What follows belongs to an exercise in optimizing a design on an open flow for small area; a production flow would make more cautious choices.
The RTL was checked by simulation tests, not by an equivalence proof against the original design.
No activity file was given, so power comes from the tool's default toggle rates. The clock port is modelled as an ideal driver; clocking choices that lean on that would not hold on a real chip.

`flow/config.mk`:
```
export PLATFORM = sky130hd
export DESIGN_NAME = led_matrix_top
export DESIGN_NICKNAME = led_matrix_top
export VERILOG_FILES = /design/flow/design.v
export SDC_FILE = /design/flow/constraint.sdc
export NUM_CORES = 4
export LEC_CHECK = 0
export CAP_MARGIN = 20
export CORE_MARGIN = 2
export CORE_UTILIZATION = 45
export SLEW_MARGIN = 20
export SYNTH_HIERARCHICAL = 1
export SYNTH_MEMORY_MAX_BITS = 16384
```
`flow/constraint.sdc`:
```
create_clock -name core_clock -period 10.0 [get_ports {TESTCLK}]
set_input_delay 2.0000 -clock core_clock [delete_from_list [all_inputs] [get_ports {TESTCLK}]]
set_output_delay 2.0000 -clock core_clock [all_outputs]
set_load 0.01 [all_outputs]
```
`flow/design.v`:
```
`timescale 1ns/100ps
module tlc_bit_timer (
	input  logic        TESTCLK,
	input  logic        reset,
	output logic [10:0] cnt,
	output logic        chain_idx,   
	output logic        ctrl_phase,  
	output logic        ld0,         
	output logic        ld1,         
	output logic        turn         
);
	localparam logic [10:0] LAST = 11'd1539;
	always_ff @(posedge TESTCLK) begin
		if (reset) begin
			cnt        <= '0;
			chain_idx  <= 1'b1;
			ctrl_phase <= 1'b1;
		end else if (cnt == LAST) begin
			cnt       <= '0;
			chain_idx <= ~chain_idx;
			if (!chain_idx) begin
				ctrl_phase <= 1'b0;  
			end
		end else begin
			cnt <= cnt + 1'b1;
		end
	end
	always_ff @(posedge TESTCLK) begin
		ld0  <= !reset && (cnt == LAST) && chain_idx;
		ld1  <= reset || ((cnt == LAST) && !chain_idx);
		turn <= !reset && (cnt != LAST);
	end
endmodule
`timescale 1ns/100ps
module led_refresh_fsm (
	input  logic        TESTCLK,
	input  logic        reset,
	input  logic [10:0] cnt,
	input  logic        chain_idx,
	input  logic        ctrl_phase,
	output logic        load_word,   
	output logic        bit_step,    
	output logic        word_end,    
	output logic        ctrl_bit,    
	output logic        sclk,
	output logic        lat
);
	localparam logic [10:0] LAST = 11'd1539;
	logic [9:0] nxt;  
	assign load_word = (cnt == '0);
	assign bit_step  = !cnt[0] && !load_word;
	assign word_end  = (cnt == 11'd1538);
	assign sclk      = bit_step;
	assign lat       = (cnt == LAST) && !chain_idx;
	assign nxt = 10'(11'd768 - {1'b0, cnt[10:1]});
	always_comb begin
		if (nxt <= 10'd335)      ctrl_bit = 1'b1;
		else if (nxt <= 10'd344) ctrl_bit = 1'b0;
		else if (nxt <= 10'd366) ctrl_bit = 1'b1;
		else if (nxt <= 10'd368) ctrl_bit = 1'b0;
		else if (nxt <= 10'd370) ctrl_bit = 1'b1;
		else                     ctrl_bit = 1'b0;
	end
endmodule
`timescale 1ns/100ps
module gs_frame_buffer (
	input  logic          TESTCLK,
	input  logic          reset,
	input  logic          pix_wr_strobe,
	input  logic [24:0]   pix_wr,         
	input  logic          parity,         
	output logic [6143:0] mem             
);
	localparam int NUM_LANES   = 4;
	localparam int NUM_CHAINED = 2;
	localparam int GS_SLOTS    = 48;
	logic [1:0]  wr_lane;
	logic        wr_chain;
	logic [5:0]  wr_slot;
	logic [15:0] wr_value;
	assign {wr_lane, wr_chain, wr_slot, wr_value} = pix_wr;
	logic [15:0] wr_x;
	assign wr_x = reset ? 16'hffff : (wr_value ^ {16{parity}});
	logic [7:0] sel_lc;   
	logic [5:0] sel_hi;   
	logic [7:0] sel_lo;   
	for (genvar i = 0; i < 8; i++) begin : g_lc
		assign sel_lc[i] = pix_wr_strobe && ({wr_lane, wr_chain} == 3'(i));
		assign sel_lo[i] = (wr_slot[2:0] == 3'(i));
	end
	for (genvar i = 0; i < 6; i++) begin : g_hi
		assign sel_hi[i] = (wr_slot[5:3] == 3'(i));
	end
	for (genvar l = 0; l < NUM_LANES; l++) begin : g_wl
		for (genvar c = 0; c < NUM_CHAINED; c++) begin : g_wc
			for (genvar s = 0; s < GS_SLOTS; s++) begin : g_ws
				localparam int W = 16 * (96*l + 48*c + s);
				logic        we;
				logic        we_n;
				logic [15:0] word_q;
				assign we_n = !(sel_lc[2*l + c] && sel_hi[s / 8] && sel_lo[s % 8]);
				assign we   = reset || !we_n;
				for (genvar b = 0; b < 16; b++) begin : g_wb
					gs_bit gs_bit_i (
						.TESTCLK (TESTCLK),
						.we      (we),
						.we_n    (we_n),
						.wr_x    (wr_x[b]),
						.q       (mem[W + b])
					);
				end
			end
		end
	end
endmodule
module gs_bit (
	input  logic TESTCLK,
	input  logic we,
	input  logic we_n,
	input  logic wr_x,
	output logic q
);
	always_ff @(posedge TESTCLK) begin
		q <= ~((q | we) & (wr_x | we_n));
	end
endmodule
`timescale 1ns/100ps
module tlc_shift_lane (
	input  logic         TESTCLK,
	input  logic         reset,
	input  logic [767:0] gs0,         
	input  logic [767:0] gs1,         
	input  logic         ld0,         
	input  logic         ld1,         
	input  logic         turn,        
	input  logic         load_word,
	input  logic         bit_step,
	input  logic         word_end,
	input  logic         ctrl_phase,
	input  logic         ctrl_bit,
	output logic         sdo
);
	localparam int N = 769;
	logic [N-1:0] ring;
	for (genvar p = 0; p < N - 1; p++) begin : g_ring
		localparam int I = (p % 2 == 1) ? (768 - (p + 1) / 2) : (383 - p / 2);
		tlc_ring_cell tlc_ring_cell_i (
			.TESTCLK (TESTCLK),
			.ld0     (ld0),
			.ld1     (ld1),
			.turn    (turn),
			.b0      (gs0[I]),
			.b1      (gs1[I]),
			.prev    (ring[p + 1]),
			.q       (ring[p])
		);
	end
	always_ff @(posedge TESTCLK) begin
		ring[N-1] <= ~ring[0];
	end
	always_ff @(posedge TESTCLK) begin
		if (reset) begin
			sdo <= 1'b0;
		end else if (load_word) begin
			sdo <= ctrl_phase;  
		end else if (bit_step) begin
			sdo <= word_end ? 1'b0 : (ctrl_phase ? ctrl_bit : ring[0]);
		end
	end
endmodule
module tlc_ring_cell (
	input  logic TESTCLK,
	input  logic ld0,
	input  logic ld1,
	input  logic turn,
	input  logic b0,
	input  logic b1,
	input  logic prev,
	output logic q
);
	always_ff @(posedge TESTCLK) begin
		q <= ~((ld0 & b0) | (ld1 & b1) | (turn & prev));
	end
endmodule
`timescale 1ns/100ps
module led_matrix_top
(
	input  logic      TESTCLK,
	input  logic      reset,
	input  logic        pix_wr_strobe,  
	input  logic [24:0] pix_wr,         
	output logic [5:0]  led_pins        
);
	localparam int NUM_LANES = 4;  
	logic [10:0]          cnt;
	logic                 chain_idx;
	logic                 ctrl_phase;
	logic                 load_word;
	logic                 bit_step;
	logic                 word_end;
	logic                 ctrl_bit;
	logic                 sclk;
	logic                 lat;
	logic                 ld0;
	logic                 ld1;
	logic                 turn;
	logic [6143:0]        mem;
	logic [NUM_LANES-1:0] sdo_bus;
	tlc_bit_timer tlc_bit_timer_i (
		.TESTCLK    (TESTCLK),
		.reset      (reset),
		.cnt        (cnt),
		.chain_idx  (chain_idx),
		.ctrl_phase (ctrl_phase),
		.ld0        (ld0),
		.ld1        (ld1),
		.turn       (turn)
	);
	led_refresh_fsm led_refresh_fsm_i (
		.TESTCLK    (TESTCLK),
		.reset      (reset),
		.cnt        (cnt),
		.chain_idx  (chain_idx),
		.ctrl_phase (ctrl_phase),
		.load_word  (load_word),
		.bit_step   (bit_step),
		.word_end   (word_end),
		.ctrl_bit   (ctrl_bit),
		.sclk       (sclk),
		.lat        (lat)
	);
	gs_frame_buffer gs_frame_buffer_i (
		.TESTCLK       (TESTCLK),
		.reset         (reset),
		.pix_wr_strobe (pix_wr_strobe),
		.pix_wr        (pix_wr),
		.parity        (cnt[0]),
		.mem           (mem)
	);
	for (genvar l = 0; l < NUM_LANES; l++) begin : g_lane
		tlc_shift_lane tlc_shift_lane_i (
			.TESTCLK    (TESTCLK),
			.reset      (reset),
			.gs0        (mem[16*96*l +: 768]),
			.gs1        (mem[16*(96*l + 48) +: 768]),
			.ld0        (ld0),
			.ld1        (ld1),
			.turn       (turn),
			.load_word  (load_word),
			.bit_step   (bit_step),
			.word_end   (word_end),
			.ctrl_phase (ctrl_phase),
			.ctrl_bit   (ctrl_bit),
			.sdo        (sdo_bus[l])
		);
	end
	assign led_pins = {sclk, lat, sdo_bus};
endmodule
```
`flow/run.sh`:
```
#!/bin/bash
# synth_recipe.tcl (not shown) runs the flow's synth.tcl, then flattens the netlist and writes it again
# the make line also repeats each setting of config.mk as NAME=value (left out here)
make -C /OpenROAD-flow-scripts/flow DESIGN_CONFIG=/design/flow/config.mk WORK_HOME=/design/flow/orfs CLKGATE_MAP_FILE= SYNTH_SCRIPT=/design/flow/synth_recipe.tcl finish
```
==> results of run 1 <==
-- per-module statistics from Yosys, one instance, submodules excluded --
module | cells | times used | flops+latches
tlc_bit_timer | 68 | 1 | 16
led_matrix_top | 2 | 1 | 0
gs_frame_buffer | 1148 | 1 | 0
tlc_shift_lane | 9 | 4 | 2
tlc_ring_cell | 2 | 3072 | 1
gs_bit | 2 | 6144 | 1
led_refresh_fsm | 50 | 1 | 0
-- layer usage --
layer	global-route usage, %	part of all wire [%]	up-vias
li1	-	-	88545
met1	35.28	44	102967
met2	41.44	46	8582
met3	3.845	7.7	1297
met4	7.644	3.0	4
met5	0	0.0036	-
-- cell type report --
cell class / count / area [um^2] / area share [%]
timing repair buffer: 297 / 3296 / 1.084
antenna: 10 / 25.02 / 0.008231
sequential: 9240 / 185000 / 60.85
clock inverter: 269 / 3586 / 1.180
inverter: 10 / 37.54 / 0.01235
clock buffer: 1326 / 26040 / 8.564
tap: 7755 / 9703 / 3.192
multi-input combinational: 10174 / 76340 / 25.11
-- flip-flops by register name, summed over array words and instances, names as in the netlist --
register and cells:
tlc_bit_timer_i.cnt 11, g_lane.tlc_shift_lane_i.ring 4, tlc_bit_timer_i.ld0 1, tlc_bit_timer_i.turn 1, gs_frame_buffer_i.g_wl.g_wc.g_ws.g_wb.gs_bit_i.q 6144, tlc_bit_timer_i.ctrl_phase 1, tlc_bit_timer_i.chain_idx 1, g_lane.tlc_shift_lane_i.sdo 4
g_lane.tlc_shift_lane_i.g_ring.tlc_ring_cell_i.q 3072, tlc_bit_timer_i.ld1 1
-- cell usage after synthesis, drive strengths merged, types with 5 or more instances --
cell,count
o22ai,6148
nand2b,17
nand3,393
nor2b,6
buf,171
dfxtp,9240
and3b,5
a21oi,19
a222oi,3072
inv,10
and4b,5
nor3b,15
nor4bb,8
nor4b,7
a31o,385
clkbuf,141
xnor2,18
nor2,15
-- worst max-delay path, stage by stage, from the launching register on --
cell             delay [ns]
dfxtp_1                0.65
or4_4                  0.24
nor2_4                 0.05
a31oi_1                0.60
clkdlybuf4s50_1        0.66
-- cell usage in the layout (no fill, tap or decap), types with 6 or more instances in the layout --
cell type / synthesis / final
inv_6: 0 / 14
nand3_1: 393 / 393
o22ai_1: 6148 / 6148
clkinv_8: 0 / 6
nor4bb_4: 0 / 7
buf_12: 0 / 77
nor3b_1: 10 / 9
clkdlybuf4s50_1: 0 / 32
clkbuf_16: 0 / 870
clkinv_2: 0 / 149
nor2_1: 14 / 12
bufinv_16: 0 / 53
a222oi_1: 3072 / 3072
dfxtp_1: 9240 / 9237
nand2b_4: 0 / 16
diode_2: 0 / 10
a21oi_1: 19 / 19
inv_1: 10 / 10
a31o_2: 380 / 380
buf_4: 10 / 184
clkinvlp_4: 0 / 12
clkbuf_8: 0 / 255
xnor2_1: 18 / 18
clkbuf_1: 141 / 201
clkinv_16: 0 / 26
inv_16: 0 / 7
-- per-stage QoR --
step | total power [mW] | instance area [um^2] | std cells | worst slack [ns] | hold WS, ns
4_1_cts | 80.30 | 304000 | 29069 | 4.576 | 0.3712
5_1_grt | 82.53 | 304000 | 29072 | 4.416 | 0.3902
3_3_place_gp | 46.97 | 274300 | 27473 | 4.118 | 0.3888
2_1_floorplan | 45.60 | 262400 | 19736 | -6.845 | 0.3477
6_report | 79.94 | 304000 | 29081 | 4.649 | 0.3783
3_5_place_dp | 47.11 | 274300 | 27474 | 4.068 | 0.3917
-- kinds of logic (layout without fill, tap and decap cells) --
| family | after synthesis | in the layout | synth area share, % |
|---|---|---|---|
| AO/OA/AOI/OAI | 9645 | 9645 | 27.76 |
| XOR/XNOR | 22 | 22 | 0.07630 |
| adder cells (fa/ha/maj) | 3 | 3 | 0.01431 |
| buffers and inverters | 322 | 1902 | 0.5498 |
| flip-flops | 9240 | 9240 | 70.50 |
| multiplexers | 1 | 1 | 0.004292 |
| other | 0 | 10 | 0 |
| AND/OR/NAND/NOR | 503 | 503 | 1.094 |
-- worst max-delay path by stage --
stage                  end  slack, ns  depth (start not counted)
2_1_floorplan    flip-flop      -6.84                          1
3_5_place_dp     flip-flop       4.07                          6
6_report       led_pins[5]       4.65                          4
3_3_place_gp     flip-flop       4.12                          6
4_1_cts        led_pins[5]       4.58                          4
5_1_grt        led_pins[5]       4.42                          4
-- report_power, final --
part           internal, mW  switching, mW
sequential             40.0           1.34
combinational          2.07           3.01
clock                  19.3           14.2
==> flow_summary.toml, run 1 <==
[status]
outcome = "timing/DRC/antenna clean"

[global_route]
grt_max_degree = 184
grt_overflow_total = 0
overall_global_routing_resource_usage_pct = 25.52
antenna_found_initial = 16
grt_first_pass_wirelength_um = 1218000
via_count_of_the_first_global_routing_pass = 198607

[timing]
fmax_mhz = 186.9
finalClockSkew_ns = 0.08409
finalHoldViolCount = 0
worst_pin_slew_ns = 1.204
worst_slew_margin_rel_pct = 19.75
final_min_period_over_clock_period_pct = 53.51
final.setup.tns_ns = 0
setup-violations-final = 0
period_minus_slack_ns = 5.351
grt_setup_unrepaired = "no"
slew_viol_final = 0

[synth]
synth.net_count = 19767
syn_avg_cell_area_um2 = 13.29
synth_sequential_area_ratio_pct = 70.50
async_reset_ff_share_pct = 0
yosysTopAreaCellShare_pct = 70.50
number_of_flops_mapped_to_enable_cells_by_yosys = 0
synth_top_area_cell = "dfxtp_1"
post_synth_main_area_contributors = "dfxtp_1, o22ai_1, a222oi_1, a31o_2, nand3_1"
postSynthCellCount = 19736
yosys_most_used_dff = "dfxtp_1"
synth.ff_latch_count = 9240
synth.lib_cells_used.distinct = 61
mappedNetlistArea_mm2 = 0.2624
yosysWarningCount = 11

[worst_hold_path]
holdCritPathClass = "flip-flop to flip-flop"
hold_depth = 1

[floorplan]
die_x_um = 767.6
io_pins = 34
floorplan.die.height_um = 767.6
die_area_mm2 = 0.5892
start_util_pct = 45.14
placement_rows = 280
core_area_mm2 = 0.5812

[clock_tree]
cts-resized-gates = 0
clock-root-buffer = "clkbuf_16"
cts_hold_fix_bufs = 0
cts_tree = "done"
worstSkewPairLatency_ns = 1.15
cts_buffers = 861
worst_setup_hold_path_clk_slew_ns = 0.06
cts.path.max_buffers = 4
numClockSinks = 9240
cts.repair_timing.setup_buffer_count = 0
htree_levels = 6

[final_layout]
area_delta_synth_final_pct = 15.87
drive_gt1_share_pct = 9.889
total_nets_final = 20615
fillers = 49453
post-route-util_pct = 52.31

[worst_setup_path]
required_ns = 8.00
timing.critical_path.from = "tlc_bit_timer_i.cnt[3]"
worstSetupEndpointType = "output port"
critPathKind = "flip-flop to output port"
worst_setup_path_start_kind = "flip-flop"
cp_max_fo = 13
worst_r2r_path_depth = 4
worst-r2r-setup-slack_ns = 6.43
crit_arrival_ns = 3.35
regToRegStartpoint = "tlc_bit_timer_i.ld0"

[detailed_routing]
drtIter0Drc = 30232
detail_route.first_pass.iterations = 12
avgViaCountPerCell = 6.925
post_drt_wl_per_cell_um = 27.45
ant_nets = 0
routed-via-count = 201395
wirelength_um = 798200
drc = 0

[place]
dp.final_hpwl_um = 382600
gp_congestion = 0.7492
port_buffers = 33

[power]
power.ir.vdd_worst_v = 0.0002099
power_leakage_nw = 110.4
power_density_mw_per_mm2 = 262.9

[flow_run]
drv.max_cap_violation_count = 0
==> inputs of run 2 (changes only) <==
--- a/flow/config.mk
+++ b/flow/config.mk
@@ -10,2 +10,4 @@
 export CORE_UTILIZATION = 45
+export CTS_CLUSTER_DIAMETER = 100
+export CTS_CLUSTER_SIZE = 26
 export SLEW_MARGIN = 20
==> flow_summary.toml, run 2 <==
[global_route]
via_count_of_the_first_global_routing_pass = 192353
overall_global_routing_resource_usage_pct = 25.05
grt_max_degree = 184
grt_overflow_total = 0
grt_first_pass_wirelength_um = 1195000
antenna_found_initial = 14

[final_layout]
reg_top3 = "gs_frame_buffer_i.g_wl.g_wc.g_ws.g_wb.gs_bit_i.q: 6144 flops, g_lane.tlc_shift_lane_i.g_ring.tlc_ring_cell_i.q: 3072 flops, tlc_bit_timer_i.cnt: 11 flops"
max_reg_flops = 6144
final_cell_mix = "dfxtp_1, o22ai_1, a222oi_1"
max_flop_register = "gs_frame_buffer_i.g_wl.g_wc.g_ws.g_wb.gs_bit_i.q"
drive_gt1_share_pct = 5.667
total_nets_final = 20149
area_delta_synth_final_pct = 8.592
final_common_cell = "dfxtp_1"

[detailed_routing]
wirelength_um = 784500
avgViaCountPerCell = 7.061
routed-via-count = 197102
detail_route.first_pass.iterations = 13
post_drt_wl_per_cell_um = 28.10
drc = 0
drtIter0Drc = 29579
ant_nets = 0

[floorplan]
floorplan.die.height_um = 767.6
die_x_um = 767.6
start_util_pct = 45.14
placement_rows = 280
io_pins = 34
die_area_mm2 = 0.5892
core_area_mm2 = 0.5812

[clock_tree]
worst_setup_hold_path_clk_slew_ns = 0.10
cts.path.max_buffers = 4
cts_buffers = 395
clock-root-buffer = "clkbuf_16"
cts-resized-gates = 0
htree_levels = 5
worstSkewPairLatency_ns = 1.09
cts_tree = "done"
cts.repair_timing.setup_buffer_count = 0
numClockSinks = 9240
cts_hold_fix_bufs = 0

[worst_setup_path]
cp_max_fo = 13
cells_along_the_critical_path = "or4_4, nor2_4, a31oi_1, clkdlybuf4s50_1"
critical-path-top-delay-family = "flip-flops"
worst_setup_path_start_kind = "flip-flop"
required_ns = 8.00
worstSetupEndpointType = "output port"
worst-r2r-setup-slack_ns = 6.45
crit_slowest_cell = "dfxtp_1"
crit_path_max_incr_delay_ns = 0.66
regToRegStartpoint = "tlc_bit_timer_i.ld0"
worst_path_bufs_invs = 1
worst_r2r_path_depth = 4
critPathKind = "flip-flop to output port"
crit_arrival_ns = 3.23

[timing]
whs_ns = 0.3946
final.setup.tns_ns = 0
worst_pin_slew_ns = 1.288
grt_setup_unrepaired = "no"
finalClockSkew_ns = 0.05950
final_min_period_over_clock_period_pct = 52.30
setup-violations-final = 0
worst_slew_margin_rel_pct = 14.14
period_minus_slack_ns = 5.230
slew_viol_final = 0
fmax_mhz = 191.2
finalHoldViolCount = 0

[power]
power_density_mw_per_mm2 = 227.5
power.ir.vdd_worst_v = 0.0001560
power.total_mw = 64.82
power_leakage_nw = 100.9

[synth]
async_reset_ff_share_pct = 0
yosys_most_used_dff = "dfxtp_1"
synth_common_cells = "dfxtp_1, o22ai_1, a222oi_1"
syn_avg_cell_area_um2 = 13.29
synth_sequential_area_ratio_pct = 70.50
postSynthCellCount = 19736
yosysWarningCount = 11
synth_top_area_cell = "dfxtp_1"
mappedNetlistArea_mm2 = 0.2624
synth.net_count = 19767
synth.ff_latch_count = 9240
number_of_flops_mapped_to_enable_cells_by_yosys = 0
synth_most_common_cell = "dfxtp_1"
synth.lib_cells_used.distinct = 61
yosysTopAreaCellShare_pct = 70.50
post_synth_main_area_contributors = "dfxtp_1, o22ai_1, a222oi_1, a31o_2, nand3_1"

[worst_hold_path]
holdCritPathClass = "flip-flop to flip-flop"
hold_depth = 1

[place]
dp.final_hpwl_um = 382600
port_buffers = 33
gp_congestion = 0.7492

[flow_run]
drv.max_cap_violation_count = 0

[status]
outcome = "timing/DRC/antenna clean"
[run 2: worst max-delay path by stage]
stage,cells after the start,slack (ns),to,start
global route,4,4.49,led_pins[5],tlc_bit_timer_i.cnt[1]
CTS,4,4.67,led_pins[5],tlc_bit_timer_i.cnt[4]
global placement,6,4.12,flip-flop,pix_wr[23]
detailed placement,6,4.07,flip-flop,pix_wr[23]
finish,4,4.77,led_pins[5],tlc_bit_timer_i.cnt[3]
floorplan,1,-6.84,flip-flop,tlc_bit_timer_i.ld0
[run 2: routing by layer]
layer / up-vias / share of wire [%] / GRT usage, %
met5: - / 0.0015 / 0
met4: 2 / 2.9 / 6.980
met3: 1017 / 7.3 / 3.025
met2: 7911 / 46 / 40.76
met1: 101372 / 44 / 35.26
li1: 86800 / - / -
[run 2: cell families after synthesis]
| group | count (synthesis) | share of synthesized area (%) |
|---|---|---|
| AO/OA/AOI/OAI | 9645 | 27.76 |
| flip-flops | 9240 | 70.50 |
| AND/OR/NAND/NOR | 503 | 1.094 |
| buffers and inverters | 322 | 0.5498 |
| XOR/XNOR | 22 | 0.07630 |
| adder cells (fa/ha/maj) | 3 | 0.01431 |
| multiplexers | 1 | 0.004292 |
[run 2: layout make-up]
class                   count  area [um^2]
repair buffers            297         3296
diodes                      8        20.02
inverters                  10        37.54
multi-input cells       10174        76340
fillers                 51139       296300
clock inverters            30        568.0
well taps                7755         9703
flip-flops and latches   9240       185000
clock buffers             399         9963
[run 2: per-module statistics from Yosys (local to each module, per instance)]
module           times used  area, um^2  cells inside  flip-flops and latches
gs_frame_buffer           1        7325          1148                       0
gs_bit                 6144       26.28             2                       1
tlc_ring_cell          3072       30.03             2                       1
tlc_shift_lane            4       83.83             9                       2
tlc_bit_timer             1       643.1            68                      16
led_matrix_top            1       15.01             2                       0
led_refresh_fsm           1       374.1            50                       0
[run 2: stage by stage]
stage | cells | instance area (um^2) | setup WS, ns | utilization [%]
floorplan | 19736 | 262400 | -6.845 | -
global placement | 27473 | 274300 | 4.118 | 47.20
detailed placement | 27474 | 274300 | 4.068 | 47.20
CTS | 27903 | 284900 | 4.671 | 49.01
global route | 27910 | 284900 | 4.494 | 49.02
finish | 27913 | 284900 | 4.770 | 49.02
[run 2: where the power goes]
| part | total (mW) | leakage, nW | internal [mW] | switching (mW) |
|---|---|---|---|---|
| clock network | 18.5 | 5.15 | 7.26 | 11.2 |
| logic | 5.07 | 18.1 | 2.07 | 3.00 |
| registers | 41.3 | 77.6 | 40.0 | 1.33 |
| total | 64.8 | 101 | 49.3 | 15.5 |
==> inputs of run 3 (changes only) <==
--- a/flow/design.v
+++ b/flow/design.v
@@ -9,3 +9,4 @@
 	output logic        ld1,         
-	output logic        turn         
+	output logic        ld0_n,       
+	output logic        ld1_n        
 );
@@ -28,5 +29,6 @@
 	always_ff @(posedge TESTCLK) begin
-		ld0  <= !reset && (cnt == LAST) && chain_idx;
-		ld1  <= reset || ((cnt == LAST) && !chain_idx);
-		turn <= !reset && (cnt != LAST);
+		ld0   <= !reset && (cnt == LAST) && chain_idx;
+		ld1   <= reset || ((cnt == LAST) && !chain_idx);
+		ld0_n <= !(!reset && (cnt == LAST) && chain_idx);
+		ld1_n <= !(reset || ((cnt == LAST) && !chain_idx));
 	end
@@ -83,11 +85,9 @@
 	assign wr_x = reset ? 16'hffff : (wr_value ^ {16{parity}});
-	logic [7:0] sel_lc;   
-	logic [5:0] sel_hi;   
-	logic [7:0] sel_lo;   
+	logic [7:0]  sel_lc;   
+	logic [47:0] sel_s;    
 	for (genvar i = 0; i < 8; i++) begin : g_lc
-		assign sel_lc[i] = pix_wr_strobe && ({wr_lane, wr_chain} == 3'(i));
-		assign sel_lo[i] = (wr_slot[2:0] == 3'(i));
-	end
-	for (genvar i = 0; i < 6; i++) begin : g_hi
-		assign sel_hi[i] = (wr_slot[5:3] == 3'(i));
+		assign sel_lc[i] = reset || (pix_wr_strobe && ({wr_lane, wr_chain} == 3'(i)));
+	end
+	for (genvar i = 0; i < GS_SLOTS; i++) begin : g_s
+		assign sel_s[i] = reset || (wr_slot == 6'(i));
 	end
@@ -100,4 +100,10 @@
 				logic [15:0] word_q;
-				assign we_n = !(sel_lc[2*l + c] && sel_hi[s / 8] && sel_lo[s % 8]);
-				assign we   = reset || !we_n;
+				gs_word_en gs_word_en_i (
+					.sel_a   (sel_lc[2*l + c]),
+					.sel_a_n (!sel_lc[2*l + c]),
+					.sel_b   (sel_s[s]),
+					.sel_b_n (!sel_s[s]),
+					.we      (we),
+					.we_n    (we_n)
+				);
 				for (genvar b = 0; b < 16; b++) begin : g_wb
@@ -115,2 +121,13 @@
 endmodule
+module gs_word_en (
+	input  logic sel_a,
+	input  logic sel_a_n,
+	input  logic sel_b,
+	input  logic sel_b_n,
+	output logic we,
+	output logic we_n
+);
+	assign we   = !(sel_a_n || sel_b_n);
+	assign we_n = !(sel_a && sel_b);
+endmodule
 module gs_bit (
@@ -134,3 +151,5 @@
 	input  logic         ld1,         
-	input  logic         turn,        
+	input  logic         ld0_n,
+	input  logic         ld1_n,
+	input  logic         kill,        
 	input  logic         load_word,
@@ -146,15 +165,26 @@
 		localparam int I = (p % 2 == 1) ? (768 - (p + 1) / 2) : (383 - p / 2);
-		tlc_ring_cell tlc_ring_cell_i (
-			.TESTCLK (TESTCLK),
-			.ld0     (ld0),
-			.ld1     (ld1),
-			.turn    (turn),
-			.b0      (gs0[I]),
-			.b1      (gs1[I]),
-			.prev    (ring[p + 1]),
-			.q       (ring[p])
-		);
-	end
-	always_ff @(posedge TESTCLK) begin
-		ring[N-1] <= ~ring[0];
+		if (p % 2 == 1) begin : g_odd
+			tlc_ring_cell_a tlc_ring_cell_i (
+				.TESTCLK (TESTCLK),
+				.ld0     (ld0),
+				.ld1     (ld1),
+				.b0      (gs0[I]),
+				.b1      (gs1[I]),
+				.prev    (ring[p + 1]),
+				.q       (ring[p])
+			);
+		end else begin : g_even
+			tlc_ring_cell_o tlc_ring_cell_i (
+				.TESTCLK (TESTCLK),
+				.ld0_n   (ld0_n),
+				.ld1_n   (ld1_n),
+				.b0      (gs0[I]),
+				.b1      (gs1[I]),
+				.prev    (ring[p + 1]),
+				.q       (ring[p])
+			);
+		end
+	end
+	always_ff @(posedge TESTCLK) begin
+		ring[N-1] <= ~(ring[0] | kill);
 	end
@@ -170,3 +200,3 @@
 endmodule
-module tlc_ring_cell (
+module tlc_ring_cell_a (
 	input  logic TESTCLK,
@@ -174,3 +204,2 @@
 	input  logic ld1,
-	input  logic turn,
 	input  logic b0,
@@ -181,3 +210,16 @@
 	always_ff @(posedge TESTCLK) begin
-		q <= ~((ld0 & b0) | (ld1 & b1) | (turn & prev));
+		q <= ~((ld0 & b0) | (ld1 & b1) | prev);
+	end
+endmodule
+module tlc_ring_cell_o (
+	input  logic TESTCLK,
+	input  logic ld0_n,
+	input  logic ld1_n,
+	input  logic b0,
+	input  logic b1,
+	input  logic prev,
+	output logic q
+);
+	always_ff @(posedge TESTCLK) begin
+		q <= ~((ld0_n | b0) & (ld1_n | b1) & prev);
 	end
@@ -205,3 +247,5 @@
 	logic                 ld1;
-	logic                 turn;
+	logic                 ld0_n;
+	logic                 ld1_n;
+	logic                 kill;
 	logic [6143:0]        mem;
@@ -216,3 +260,4 @@
 		.ld1        (ld1),
-		.turn       (turn)
+		.ld0_n      (ld0_n),
+		.ld1_n      (ld1_n)
 	);
@@ -239,2 +284,3 @@
 	);
+	assign kill = (cnt >= 11'd768);
 	for (genvar l = 0; l < NUM_LANES; l++) begin : g_lane
@@ -247,3 +293,5 @@
 			.ld1        (ld1),
-			.turn       (turn),
+			.ld0_n      (ld0_n),
+			.ld1_n      (ld1_n),
+			.kill       (kill),
 			.load_word  (load_word),
==> flow/flow/run.sh (new file) <==
#!/bin/bash
# The standard layout, with two changes: after the standard synthesis every
# combinational cell gets the smallest drive strength of its kind (the
# repair steps size up whatever then needs it), and the clock tree uses
# larger sink clusters. Each tool's output goes to a log of its own here.
set -euo pipefail
R=orfs/results/$FLOW_PLATFORM/led_matrix_top/base
LIB=$FLOW_HOME/platforms/$FLOW_PLATFORM/lib/sky130_fd_sc_hd__tt_025C_1v80.lib

bash standard.sh synth > synth.log 2>&1
cp $R/1_2_yosys.v synth_standard.v
python3 flow/downsize.py $LIB $R/1_2_yosys.v > downsize.log 2>&1
# 1_synth.odb is now older than the netlist, so make rebuilds it from there
bash standard.sh \
	"CTS_ARGS=-sink_clustering_enable -repair_clock_nets -sink_clustering_size 26 -sink_clustering_max_diameter 100" \
	finish > layout.log 2>&1
==> flow/flow/downsize.py (new file) <==
#!/usr/bin/env python3
"""Give every combinational cell of a synthesised netlist the smallest drive
strength of its kind. Flip-flops keep the cell synthesis gave them; buffers
are left to the flow (floorplan removes them and repair adds what it needs).
usage: downsize.py LIB NETLIST"""
import re
import sys
from collections import Counter

lib, net = sys.argv[1], sys.argv[2]
dont_use = re.compile(r"probe|lpflow|^sky130_fd_sc_hd__(buf|clkbuf|clkinv|clkdly|dlygate|dly|bufbuf|bufinv|conb|tap|fill|decap|diode)")
seq = re.compile(r"^sky130_fd_sc_hd__(s?e?df|dl|df|sdf|edf|sedf)")

area = {}
cell = None
for line in open(lib):
    m = re.match(r'\s*cell\s*\(\s*"?([\w]+)"?\s*\)', line)
    if m:
        cell = m.group(1)
        continue
    m = re.match(r"\s*area\s*:\s*([\d.]+)", line)
    if m and cell and cell not in area:
        area[cell] = float(m.group(1))

best = {}
for c, a in area.items():
    m = re.match(r"(sky130_fd_sc_hd__\w+)_(\d+)$", c)
    if not m or dont_use.search(c) or seq.search(c):
        continue
    base = m.group(1)
    if base not in best or a < area[best[base]] or (a == area[best[base]] and c.endswith("_1")):
        best[base] = c

text = open(net).read()
swaps = Counter()
saved = 0.0
out = []
for line in text.split("\n"):
    m = re.match(r"^(\s*)(sky130_fd_sc_hd__\w+)(\s.*)$", line)
    if m:
        c = m.group(2)
        mm = re.match(r"(sky130_fd_sc_hd__\w+)_(\d+)$", c)
        if mm and mm.group(1) in best and best[mm.group(1)] != c:
            n = best[mm.group(1)]
            swaps[(c, n)] += 1
            saved += area[c] - area[n]
            line = m.group(1) + n + m.group(3)
    out.append(line)
open(net, "w").write("\n".join(out))
for (c, n), k in sorted(swaps.items()):
    print(f"{k:6d} {c} -> {n}")
print(f"area saved: {saved:.1f} um2")
==> flow/standard.sh (new file) <==
#!/bin/bash
# synth_recipe.tcl (not shown) runs the flow's synth.tcl, then flattens the netlist and writes it again
# the make line also repeats each setting of config.mk as NAME=value (left out here)
make -C /OpenROAD-flow-scripts/flow DESIGN_CONFIG=/design/flow/config.mk WORK_HOME=/design/flow/orfs CLKGATE_MAP_FILE= SYNTH_SCRIPT=/design/flow/synth_recipe.tcl "${@:-finish}"
--- a/flow/config.mk
+++ b/flow/config.mk
@@ -10,4 +10,2 @@
 export CORE_UTILIZATION = 45
-export CTS_CLUSTER_DIAMETER = 100
-export CTS_CLUSTER_SIZE = 26
 export SLEW_MARGIN = 20
removed: flow/run.sh
==> flow_summary.toml, run 3 <==
[status]
outcome = "timing/DRC/antenna clean"

[worst_setup_path]
worstSetupEndpointType = "output port"
critical-path-top-delay-family = "simple AND/OR/NAND/NOR gates"
worst_setup_path_start_kind = "flip-flop"
regToRegStartpoint = "tlc_bit_timer_i.cnt[0]"
timing.critical_path.from = "tlc_bit_timer_i.cnt[3]"
worst_path_bufs_invs = 1
required_ns = 8.00
cp_max_fo = 10
crit_arrival_ns = 3.36
cells_along_the_critical_path = "or3_1, nor3_1, a31oi_1, clkdlybuf4s50_1"
crit_path_max_incr_delay_ns = 0.59
crit_slowest_cell = "clkdlybuf4s50_1"
critPathKind = "flip-flop to output port"

[timing]
whs_ns = 0.3701
finalClockSkew_ns = 0.04501
worst_slew_margin_rel_pct = 19.75
period_minus_slack_ns = 5.363
worst_pin_slew_ns = 1.204
slew_viol_final = 0
final.setup.tns_ns = 0
final_min_period_over_clock_period_pct = 53.63
setup-violations-final = 0
fmax_mhz = 186.5
grt_setup_unrepaired = "no"
finalHoldViolCount = 0

[global_route]
grt_first_pass_wirelength_um = 1168000
antenna_found_initial = 12
grt_max_degree = 149
grt_overflow_total = 0
overall_global_routing_resource_usage_pct = 25.64
via_count_of_the_first_global_routing_pass = 184187

[detailed_routing]
avgViaCountPerCell = 6.644
detail_route.first_pass.iterations = 5
drc = 0
drtIter0Drc = 15428
wirelength_um = 767000
routed-via-count = 186284
ant_nets = 0
post_drt_wl_per_cell_um = 27.36

[final_layout]
area_delta_synth_final_pct = 9.972
final_common_cell = "dfxtp_1"
finalInstanceArea_mm2 = 0.2809
total_nets_final = 20516
final_cell_mix = "dfxtp_1, o22ai_1, o221ai_1, a221oi_1, buf_4"
drive_gt1_share_pct = 5.351
reg_top3 = "gs_frame_buffer_i.g_wl.g_wc.g_ws.g_wb.gs_bit_i.q: 6144 flops, g_lane.tlc_shift_lane_i.g_ring.g_even.tlc_ring_cell_i.q: 1536 flops, g_lane.tlc_shift_lane_i.g_ring.g_odd.tlc_ring_cell_i.q: 1536 flops"
max_reg_flops = 6144
fillers = 49544
max_flop_register = "gs_frame_buffer_i.g_wl.g_wc.g_ws.g_wb.gs_bit_i.q"

[floorplan]
floorplan.die.height_um = 757.4
start_util_pct = 45.18
io_pins = 34
core_area_mm2 = 0.5653
placement_rows = 276
die_x_um = 757.4
die_area_mm2 = 0.5736

[place]
gp_congestion = 0.7556
dp.final_hpwl_um = 392100
port_buffers = 33
place_area_mm2 = 0.2703

[power]
power_leakage_nw = 98.83
power.ir.vdd_worst_v = 0.0001652
power_density_mw_per_mm2 = 241.9

[synth]
synth.net_count = 19601
mappedNetlistArea_mm2 = 0.2554
yosysWarningCount = 12
syn_avg_cell_area_um2 = 13.05
postSynthCellCount = 19570

[clock_tree]
worstSkewPairLatency_ns = 1.05
cts_hold_fix_bufs = 0
clock-root-buffer = "clkbuf_16"
cts_buffers = 394
worst_setup_hold_path_clk_slew_ns = 0.10
cts_tree = "done"
cts.path.max_buffers = 4
cts-resized-gates = 0
cts.repair_timing.setup_buffer_count = 0
numClockSinks = 9241
htree_levels = 5

[worst_hold_path]
holdCritPathClass = "flip-flop to flip-flop"

[flow_run]
drv.max_cap_violation_count = 0
## run 3: cell type report
cell class                      instances  area [um^2]  area share [%]
Tap cell                             7506         9392           3.344
Clock inverter                         21        299.0          0.1065
Multi-Input combinational cell      10276        70750           25.19
Timing Repair Buffer                  564         5192           1.849
Antenna cell                           12        30.03         0.01069
Clock buffer                          408        10160           3.616
Inverter                                8        32.53         0.01158
Sequential cell                      9241       185000           65.87
## run 3: path summary, 6_finish.rpt
| kind | cells past startpoint | slack (ns) | to |
|---|---|---|---|
| worst max-delay path | 4 | 4.64 | led_pins[5] |
| worst min-delay path | 1 | 0.37 | flip-flop |
| worst max register to register | 6 | 6.43 | flip-flop |
| worst min register to register | 1 | 0.37 | flip-flop |
## run 3: power breakdown
part	total, mW	switching, mW	internal (mW)
Clock	18.4	11.1	7.32
Combinational	6.04	3.74	2.30
Sequential	43.5	2.26	41.2
## run 3: per-stage QoR
step	cells	utilization, %	power, mW	setup slack (ns)
2_1_floorplan	19570	-	47.86	-4.489
3_3_place_gp	27585	47.77	49.89	3.419
3_5_place_dp	27591	47.81	50.25	3.554
4_1_cts	28020	49.66	68.13	4.565
5_1_grt	28028	49.68	70.50	4.452
6_report	28036	49.68	67.93	4.637
## run 3: metal layers
layer	up-vias	routed length [um]	GRT usage [%]	share of wire [%]
met5	-	27	0	0.0035
met4	4	23440	7.314	3.1
met2	5673	353300	42.14	46
met3	1012	44990	2.922	5.9
met1	95971	345300	35.78	45
li1	83624	-	-	-
## run 3: worst register-to-register path: cells and delay by family (launching register included)
family	cells	cell delay [ns]
simple gates	1	0.57
xor+xnor	1	0.25
flops	1	0.52
compound gates	1	0.19
buf+inv	3	1.87
==> inputs of run 4 (changes only) <==
--- a/flow/flow/run.sh
+++ b/flow/flow/run.sh
@@ -14,3 +14,3 @@
 bash standard.sh \
-	"CTS_ARGS=-sink_clustering_enable -repair_clock_nets -sink_clustering_size 26 -sink_clustering_max_diameter 100" \
+	"CTS_ARGS=-sink_clustering_enable -repair_clock_nets -sink_clustering_size 30 -sink_clustering_max_diameter 120" \
 	finish > layout.log 2>&1
==> flow_summary.toml, run 4 <==
[detailed_routing]
routed-via-count = 186097
avgViaCountPerCell = 6.652
post_drt_wl_per_cell_um = 27.36
drtIter0Drc = 15539
ant_nets = 0
detail_route.first_pass.iterations = 6
drc = 0
wirelength_um = 765600

[worst_hold_path]
holdCritPathClass = "flip-flop to flip-flop"

[flow_run]
drv.max_cap_violation_count = 0

[worst_setup_path]
critical-path-top-delay-family = "simple AND/OR/NAND/NOR gates"
required_ns = 8.00
crit_path_max_incr_delay_ns = 0.59
worstSetupEndpointType = "output port"
crit_arrival_ns = 3.36
crit_slowest_cell = "clkdlybuf4s50_1"
cells_along_the_critical_path = "or3_1, nor3_1, a31oi_1, clkdlybuf4s50_1"
worst_setup_path_start_kind = "flip-flop"
critPathKind = "flip-flop to output port"
cp_max_fo = 10
worst_path_bufs_invs = 1

[floorplan]
io_pins = 34
die_area_mm2 = 0.5736
start_util_pct = 45.18
placement_rows = 276
die_x_um = 757.4
floorplan.die.height_um = 757.4
core_area_mm2 = 0.5653

[clock_tree]
cts_tree = "done"
cts_buffers = 346
numClockSinks = 9241
worstSkewPairLatency_ns = 1.04
cts.repair_timing.setup_buffer_count = 0
worst_setup_hold_path_clk_slew_ns = 0.11
cts.path.max_buffers = 4
htree_levels = 5
cts_hold_fix_bufs = 0
clock-root-buffer = "clkbuf_16"
cts-resized-gates = 0

[global_route]
grt_max_degree = 149
grt_overflow_total = 0
antenna_found_initial = 14
via_count_of_the_first_global_routing_pass = 183181
overall_global_routing_resource_usage_pct = 25.59
grt_first_pass_wirelength_um = 1165000

[final_layout]
reg_top3 = "gs_frame_buffer_i.g_wl.g_wc.g_ws.g_wb.gs_bit_i.q: 6144 flops, g_lane.tlc_shift_lane_i.g_ring.g_even.tlc_ring_cell_i.q: 1536 flops, g_lane.tlc_shift_lane_i.g_ring.g_odd.tlc_ring_cell_i.q: 1536 flops"
total_nets_final = 20468
max_flop_register = "gs_frame_buffer_i.g_wl.g_wc.g_ws.g_wb.gs_bit_i.q"
area_delta_synth_final_pct = 9.464
drive_gt1_share_pct = 5.102
finalInstanceArea_mm2 = 0.2796
max_reg_flops = 6144
final_cell_mix = "dfxtp_1, o22ai_1, o221ai_1, a221oi_1, buf_4"
post-route-util_pct = 49.45
final_common_cell = "dfxtp_1"

[timing]
grt_setup_unrepaired = "no"
setup-violations-final = 0
final_min_period_over_clock_period_pct = 53.60
finalClockSkew_ns = 0.03699
finalHoldViolCount = 0
worst_pin_slew_ns = 1.246
worst_slew_margin_rel_pct = 16.91
slew_viol_final = 0
period_minus_slack_ns = 5.360
fmax_mhz = 186.6

[synth]
syn_avg_cell_area_um2 = 13.05
synth.net_count = 19601
mappedNetlistArea_mm2 = 0.2554
yosysWarningCount = 12
postSynthCellCount = 19570

[place]
place_area_mm2 = 0.2703
port_buffers = 33
gp_congestion = 0.7556
dp.final_hpwl_um = 392100

[power]
power.ir.vdd_worst_v = 0.0001921
power_leakage_nw = 98.21
power.total_mw = 66.93
power_density_mw_per_mm2 = 239.4

[status]
outcome = "timing/DRC/antenna clean"
==> run 4: final cells by class <==
cell class | instances | area [um^2]
Multi-Input combinational cell | 10276 | 70750
Inverter | 8 | 32.53
Clock buffer | 361 | 8991
Timing Repair Buffer | 564 | 5192
Tap cell | 7506 | 9392
Fill cell | 49641 | 285700
Antenna cell | 8 | 20.02
Clock inverter | 13 | 172.7
Sequential cell | 9241 | 185000
==> run 4: metal layers <==
metal  part of all wire [%]  GRT usage [%]
met3                    5.8          2.933
met5                 0.0017              0
met2                     46          42.11
met1                     45          35.75
met4                    3.0          7.024
==> run 4: where the power goes <==
part           internal [mW]  total [mW]  switching, mW
registers               41.2        43.5           2.26
logic                   2.30        6.03           3.74
clock network           6.53        17.4           10.9
==> run 4: final timing paths <==
check / from / end / slack (ns) / cells past startpoint
setup / recovery: tlc_bit_timer_i.cnt[3] / led_pins[5] / 4.64 / 4
hold / removal: flip-flop / flip-flop / 0.36 / 1
setup reg to reg: tlc_bit_timer_i.cnt[0] / flip-flop / 6.40 / 6
hold reg to reg: flip-flop / flip-flop / 0.36 / 1
==> run 4: per-stage QoR <==
| stage | setup TNS, ns | instances | hold WS [ns] | setup WS [ns] |
|---|---|---|---|---|
| 2_1_floorplan | -6894.61 | 19570 | 0.3604 | -4.489 |
| 3_3_place_gp | 0 | 27585 | 0.3613 | 3.419 |
| 3_5_place_dp | 0 | 27591 | 0.3647 | 3.554 |
| 4_1_cts | 0 | 27965 | 0.3719 | 4.570 |
| 5_1_grt | 0 | 27973 | 0.3864 | 4.446 |
| 6_report | 0 | 27977 | 0.3623 | 4.640 |
==> inputs of run 5 (changes only) <==
--- a/flow/config.mk
+++ b/flow/config.mk
@@ -9,3 +9,4 @@
 export CORE_MARGIN = 2
-export CORE_UTILIZATION = 45
+export CORE_UTILIZATION = 55
+export PLACE_DENSITY = 0.68
 export SLEW_MARGIN = 20
==> flow_summary.toml, run 5 <==
[clock_tree]
worstSkewPairLatency_ns = 1.05
clock-root-buffer = "clkbuf_16"
cts.path.max_buffers = 4
numClockSinks = 9241
cts_hold_fix_bufs = 0
htree_levels = 5
cts_tree = "done"
cts-resized-gates = 0
cts.repair_timing.setup_buffer_count = 0
worst_setup_hold_path_clk_slew_ns = 0.11
cts_buffers = 347

[worst_setup_path]
worst_setup_path_start_kind = "flip-flop"
cp_max_fo = 10
crit_slowest_cell = "clkdlybuf4s50_1"
crit_arrival_ns = 3.31
worstSetupEndpointType = "output port"
crit_path_max_incr_delay_ns = 0.58
cells_along_the_critical_path = "or3_1, nor3_1, a31oi_1, clkdlybuf4s50_1"
required_ns = 8.00
critPathKind = "flip-flop to output port"

[power]
power.ir.vdd_worst_v = 0.0001785
switching_share_pct = 25.05
power.switching_mw = 16.73
power_report.internal_total_mw = 50.05
p_seq_share_pct = 65.1
clock_power_share_pct = 26.0
power.total_mw = 66.78
power_leakage_nw = 98.12
power.share.combinational_pct = 8.9
power_density_mw_per_mm2 = 240.5

[global_route]
overall_global_routing_resource_usage_pct = 29.49
via_count_of_the_first_global_routing_pass = 182981
grt_overflow_total = 0
grt_max_degree = 169
grt_first_pass_wirelength_um = 1112000
antenna_found_initial = 15

[final_layout]
final_common_cell = "dfxtp_1"
total_nets_final = 20459
final_cells = 26640
max_flop_register = "gs_frame_buffer_i.g_wl.g_wc.g_ws.g_wb.gs_bit_i.q"
finalInstanceArea_mm2 = 0.2777
area.sequential_mm2 = 0.1850
final_cell_mix = "dfxtp_1, o22ai_1, o221ai_1, a221oi_1, buf_4"
drive_gt1_share_pct = 5.015
reg_top3 = "gs_frame_buffer_i.g_wl.g_wc.g_ws.g_wb.gs_bit_i.q: 6144 flops, g_lane.tlc_shift_lane_i.g_ring.g_even.tlc_ring_cell_i.q: 1536 flops, g_lane.tlc_shift_lane_i.g_ring.g_odd.tlc_ring_cell_i.q: 1536 flops"
area_delta_synth_final_pct = 8.723
area_used_by_multi_input_combinational_logic_mm2 = 0.07072
max_reg_flops = 6144
fillers = 37089

[timing]
grt_setup_unrepaired = "no"
worst_slew_margin_rel_pct = 17.12
worst_pin_slew_ns = 1.241
period_minus_slack_ns = 5.307
setup-violations-final = 0
whs_ns = 0.3664
fmax_mhz = 188.4
slew_viol_final = 0
finalHoldViolCount = 0
final_min_period_over_clock_period_pct = 53.07
finalClockSkew_ns = 0.03007

[flow_run]
drv.max_cap_violation_count = 0

[detailed_routing]
drc = 0
avgViaCountPerCell = 7.013
drtIter0Drc = 17299
routed-via-count = 186828
detail_route.first_pass.iterations = 8
wirelength_um = 723300
ant_nets = 0
post_drt_wl_per_cell_um = 27.15

[floorplan]
start_util_pct = 55.17
die_area_mm2 = 0.4698
placement_rows = 250
die_x_um = 685.4
floorplan.die.height_um = 685.4
io_pins = 34
core_area_mm2 = 0.4629

[synth]
synth.net_count = 19601
mappedNetlistArea_mm2 = 0.2554
yosysWarningCount = 12
postSynthCellCount = 19570
syn_avg_cell_area_um2 = 13.05

[status]
outcome = "timing/DRC/antenna clean"

[place]
port_buffers = 33
placed_cells = 26252
gp_congestion = 0.7689
dp.final_hpwl_um = 372900
place_area_mm2 = 0.2683

[worst_hold_path]
holdCritPathClass = "flip-flop to flip-flop"
-- run 5: cell count changes in the layout (fill, tap and decap cells not counted), moves of 3 or more --
cell	previous run	this run
clkinv_8	0	6
buf_4	459	465
nor2_1	319	331
a21oi_1	60	63
a21oi_2	9	6
buf_6	3	6
nor2_2	86	74
buf_12	66	51
inv_16	5	2
-- run 5: power by group through the flow --
stage | Sequential (mW) | Clock (mW) | Combinational (mW)
floorplan | 43.9 | 0 | 3.96
global placement | 44.1 | 0 | 5.60
detailed placement | 44.3 | 0 | 5.85
CTS | 43.4 | 17.5 | 5.84
global route | 44.0 | 18.8 | 6.35
finish | 43.5 | 17.4 | 5.93
-- run 5: metrics by stage --
step | worst slack [ns] | util [%] | TNS, ns
floorplan | -4.489 | - | -6894.61
CTS | 4.555 | 59.95 | 0
detailed placement | 3.476 | 57.95 | 0
finish | 4.693 | 59.98 | 0
global route | 4.447 | 59.98 | 0
global placement | 3.462 | 57.91 | 0
-- run 5: worst paths after layout --
| path | start | depth (start not counted) | endpoint | slack (ns) |
|---|---|---|---|---|
| min reg2reg | flip-flop | 1 | flip-flop | 0.37 |
| max reg2reg | tlc_bit_timer_i.cnt[0] | 6 | flip-flop | 6.40 |
| min | flip-flop | 1 | flip-flop | 0.37 |
| max | tlc_bit_timer_i.cnt[3] | 4 | led_pins[5] | 4.69 |
-- run 5: critical path, delay by kind of cell (launching register included) --
family                 cells  cell delay, ns
DFF                        1            0.42
buffers and inverters      1            0.58
AOI/OAI and AO/OA          1            0.38
and+or+nand+nor            2            0.89
-- run 5: area by class of cell --
type | count | area share [%]
tap | 6174 | 2.782
clock buffer | 361 | 3.246
multi-input combinational | 10276 | 25.47
inverter | 8 | 0.01172
clock inverter | 18 | 0.09237
timing repair buffer | 554 | 1.765
sequential | 9241 | 66.63
antenna | 8 | 0.007210
-- run 5: routing by layer --
metal / global-route usage (%) / part of all wire, %
met2: 48.49 / 46
met5: 0 / 0.0018
met4: 9.263 / 3.1
met1: 41.00 / 44
met3: 3.260 / 6.6
==> inputs of run 6 (changes only) <==
--- a/flow/flow/run.sh
+++ b/flow/flow/run.sh
@@ -14,3 +14,3 @@
 bash standard.sh \
-	"CTS_ARGS=-sink_clustering_enable -repair_clock_nets -sink_clustering_size 30 -sink_clustering_max_diameter 120" \
+	"CTS_ARGS=-sink_clustering_enable -repair_clock_nets -sink_clustering_size 32 -sink_clustering_max_diameter 120 -dont_use_dummy_load" \
 	finish > layout.log 2>&1
--- a/flow/config.mk
+++ b/flow/config.mk
@@ -9,4 +9,3 @@
 export CORE_MARGIN = 2
-export CORE_UTILIZATION = 55
-export PLACE_DENSITY = 0.68
+export CORE_UTILIZATION = 45
 export SLEW_MARGIN = 20
==> flow_summary.toml, run 6 <==
[final_layout]
area.sequential_mm2 = 0.1850
fillers = 49807
drive_gt1_share_pct = 4.893
total_nets_final = 20450
max_flop_register = "gs_frame_buffer_i.g_wl.g_wc.g_ws.g_wb.gs_bit_i.q"
area_used_by_multi_input_combinational_logic_mm2 = 0.07075
area_delta_synth_final_pct = 9.081
max_reg_flops = 6144
final_cells = 27931
final_common_cell = "dfxtp_1"
reg_top3 = "gs_frame_buffer_i.g_wl.g_wc.g_ws.g_wb.gs_bit_i.q: 6144 flops, g_lane.tlc_shift_lane_i.g_ring.g_even.tlc_ring_cell_i.q: 1536 flops, g_lane.tlc_shift_lane_i.g_ring.g_odd.tlc_ring_cell_i.q: 1536 flops"
final_cell_mix = "dfxtp_1, o22ai_1, o221ai_1, a221oi_1, buf_4"
finalInstanceArea_mm2 = 0.2786

[detailed_routing]
drc = 0
routed-via-count = 185624
wirelength_um = 765400
detail_route.first_pass.iterations = 7
drtIter0Drc = 15787
avgViaCountPerCell = 6.646
ant_nets = 0
post_drt_wl_per_cell_um = 27.40

[synth]
postSynthCellCount = 19570
synth.net_count = 19601
yosysWarningCount = 12
mappedNetlistArea_mm2 = 0.2554
syn_avg_cell_area_um2 = 13.05

[flow_run]
drv.max_cap_violation_count = 0

[timing]
setup-violations-final = 0
final_min_period_over_clock_period_pct = 53.46
worst_slew_margin_rel_pct = 20.38
finalHoldViolCount = 0
worst_pin_slew_ns = 1.194
final.setup.tns_ns = 0
fmax_mhz = 187.1
grt_setup_unrepaired = "no"
period_minus_slack_ns = 5.346
finalClockSkew_ns = 0.08330
slew_viol_final = 0

[floorplan]
die_x_um = 757.4
start_util_pct = 45.18
io_pins = 34
placement_rows = 276
floorplan.die.height_um = 757.4
die_area_mm2 = 0.5736
core_area_mm2 = 0.5653

[clock_tree]
cts_tree = "done"
cts-resized-gates = 0
cts_buffers = 327
worst_setup_hold_path_clk_slew_ns = 0.12
worstSkewPairLatency_ns = 1.03
numClockSinks = 9241
htree_levels = 5
cts.repair_timing.setup_buffer_count = 0
clock-root-buffer = "clkbuf_16"
cts_hold_fix_bufs = 0
cts.path.max_buffers = 4

[worst_setup_path]
cells_along_the_critical_path = "or3_1, nor3_1, a31oi_1, clkdlybuf4s50_1"
crit_slowest_cell = "clkdlybuf4s50_1"
worstSetupEndpointType = "output port"
critPathKind = "flip-flop to output port"
crit_path_max_incr_delay_ns = 0.59
cp_max_fo = 10
required_ns = 8.00
worst_setup_path_start_kind = "flip-flop"
crit_arrival_ns = 3.35

[global_route]
antenna_found_initial = 16
global_route.usage.met2_pct = 42.12
grt_max_degree = 149
grt_util_met3_pct = 2.894
via_count_of_the_first_global_routing_pass = 182750
grt-busiest-layer = "met2"
grt_first_pass_wirelength_um = 1163000
grt_overflow_total = 0
overall_global_routing_resource_usage_pct = 25.54
grt_use_met1_pct = 35.72

[place]
gp_congestion = 0.7556
placed_cells = 27591
place_area_mm2 = 0.2703
dp.final_hpwl_um = 392100
port_buffers = 33

[power]
power_leakage_nw = 97.73
power.ir.vdd_worst_v = 0.0001507
power_density_mw_per_mm2 = 237.4

[status]
outcome = "timing/DRC/antenna clean"

[worst_hold_path]
holdCritPathClass = "flip-flop to flip-flop"
run 6: final cells by class:
cell class | instances | area share [%]
clock buffer | 327 | 2.937
sequential | 9241 | 66.41
multi-input combinational | 10276 | 25.40
timing repair buffer | 565 | 1.867
inverter | 8 | 0.01168
antenna | 8 | 0.007186
tap | 7506 | 3.371
run 6: path summary, 6_finish.rpt:
check | cells after the start | startpoint | end | slack, ns
worst min-delay path | 1 | flip-flop | flip-flop | 0.35
worst max-delay path | 4 | tlc_bit_timer_i.cnt[3] | led_pins[5] | 4.65
worst min register to register | 1 | flip-flop | flip-flop | 0.35
worst max register to register | 6 | tlc_bit_timer_i.cnt[0] | flip-flop | 6.40
run 6: report_power, final:
group | leakage [nW] | switching, mW | internal, mW
Sequential | 76.8 | 2.26 | 41.2
Clock | 4.03 | 10.7 | 5.95
Combinational | 16.9 | 3.74 | 2.30
Total | 97.7 | 16.7 | 49.5
run 6: routing by layer:
layer	vias up	part of all wire, %
li1	83458	-
met1	95702	45
met2	5536	46
met3	920	5.9
met4	8	2.9
met5	-	0.0072
run 6: critical path, delay by kind of cell, from the launching register on:
| family | cells | cell delay [ns] |
|---|---|---|
| AO/OA/AOI/OAI | 1 | 0.39 |
| buffers and inverters | 1 | 0.59 |
| flip-flops | 1 | 0.43 |
| AND/OR/NAND/NOR | 2 | 0.91 |
run 6: through the flow:
step                setup WS (ns)  hold WS (ns)  power (mW)  util [%]
floorplan                  -4.489        0.3604       47.86         -
global placement            3.419        0.3613       49.89     47.77
detailed placement          3.554        0.3647       50.25     47.81
CTS                         4.577        0.3407       66.31     49.26
global route                4.460        0.3540       68.62     49.28
finish                      4.654        0.3476       66.15     49.28

port drivers added, routing unchanged:
In the flow no input, the clock included, has a driving cell. The finished layouts below were timed again as built, in two steps.
Step 1, drivers: a clkbuf_16 drives TESTCLK and a buf_2 each remaining input, both assumed.
Step 2 also shifts input and output timing later by t, the mid clock arrival at the registers, as if the neighbouring blocks saw the same clock.
Three values: no drivers, after step 1, after step 2; two values: the first two.
run | t (ns) | slack for setup (ns) | worst hold slack (ns) | slew at the worst register clock pin (ns)
run 1 | 1.252 | 4.649 / 4.526 / 3.917 | 0.378 / 0.378 / 0.378 | 0.07 / 0.07
run 2 | 1.172 | 4.770 / 4.645 / 3.927 | 0.395 / 0.395 / 0.395 | 0.11 / 0.11
run 3 | 1.159 | 4.637 / 4.514 / 3.612 | 0.370 / 0.370 / 0.370 | 0.10 / 0.10
run 4 | 1.153 | 4.640 / 4.516 / 3.646 | 0.362 / 0.362 / 0.362 | 0.12 / 0.12
run 5 | 1.140 | 4.693 / 4.581 / 3.672 | 0.366 / 0.366 / 0.366 | 0.11 / 0.11
run 6 | 1.123 | 4.654 / 4.531 / 3.626 | 0.348 / 0.348 / 0.348 | 0.12 / 0.12
After both steps every run listed still meets setup and hold. For run 6, which loses most, drivers alone change the setup slack by -0.123 ns; drivers and shift together by -1.028 ns.
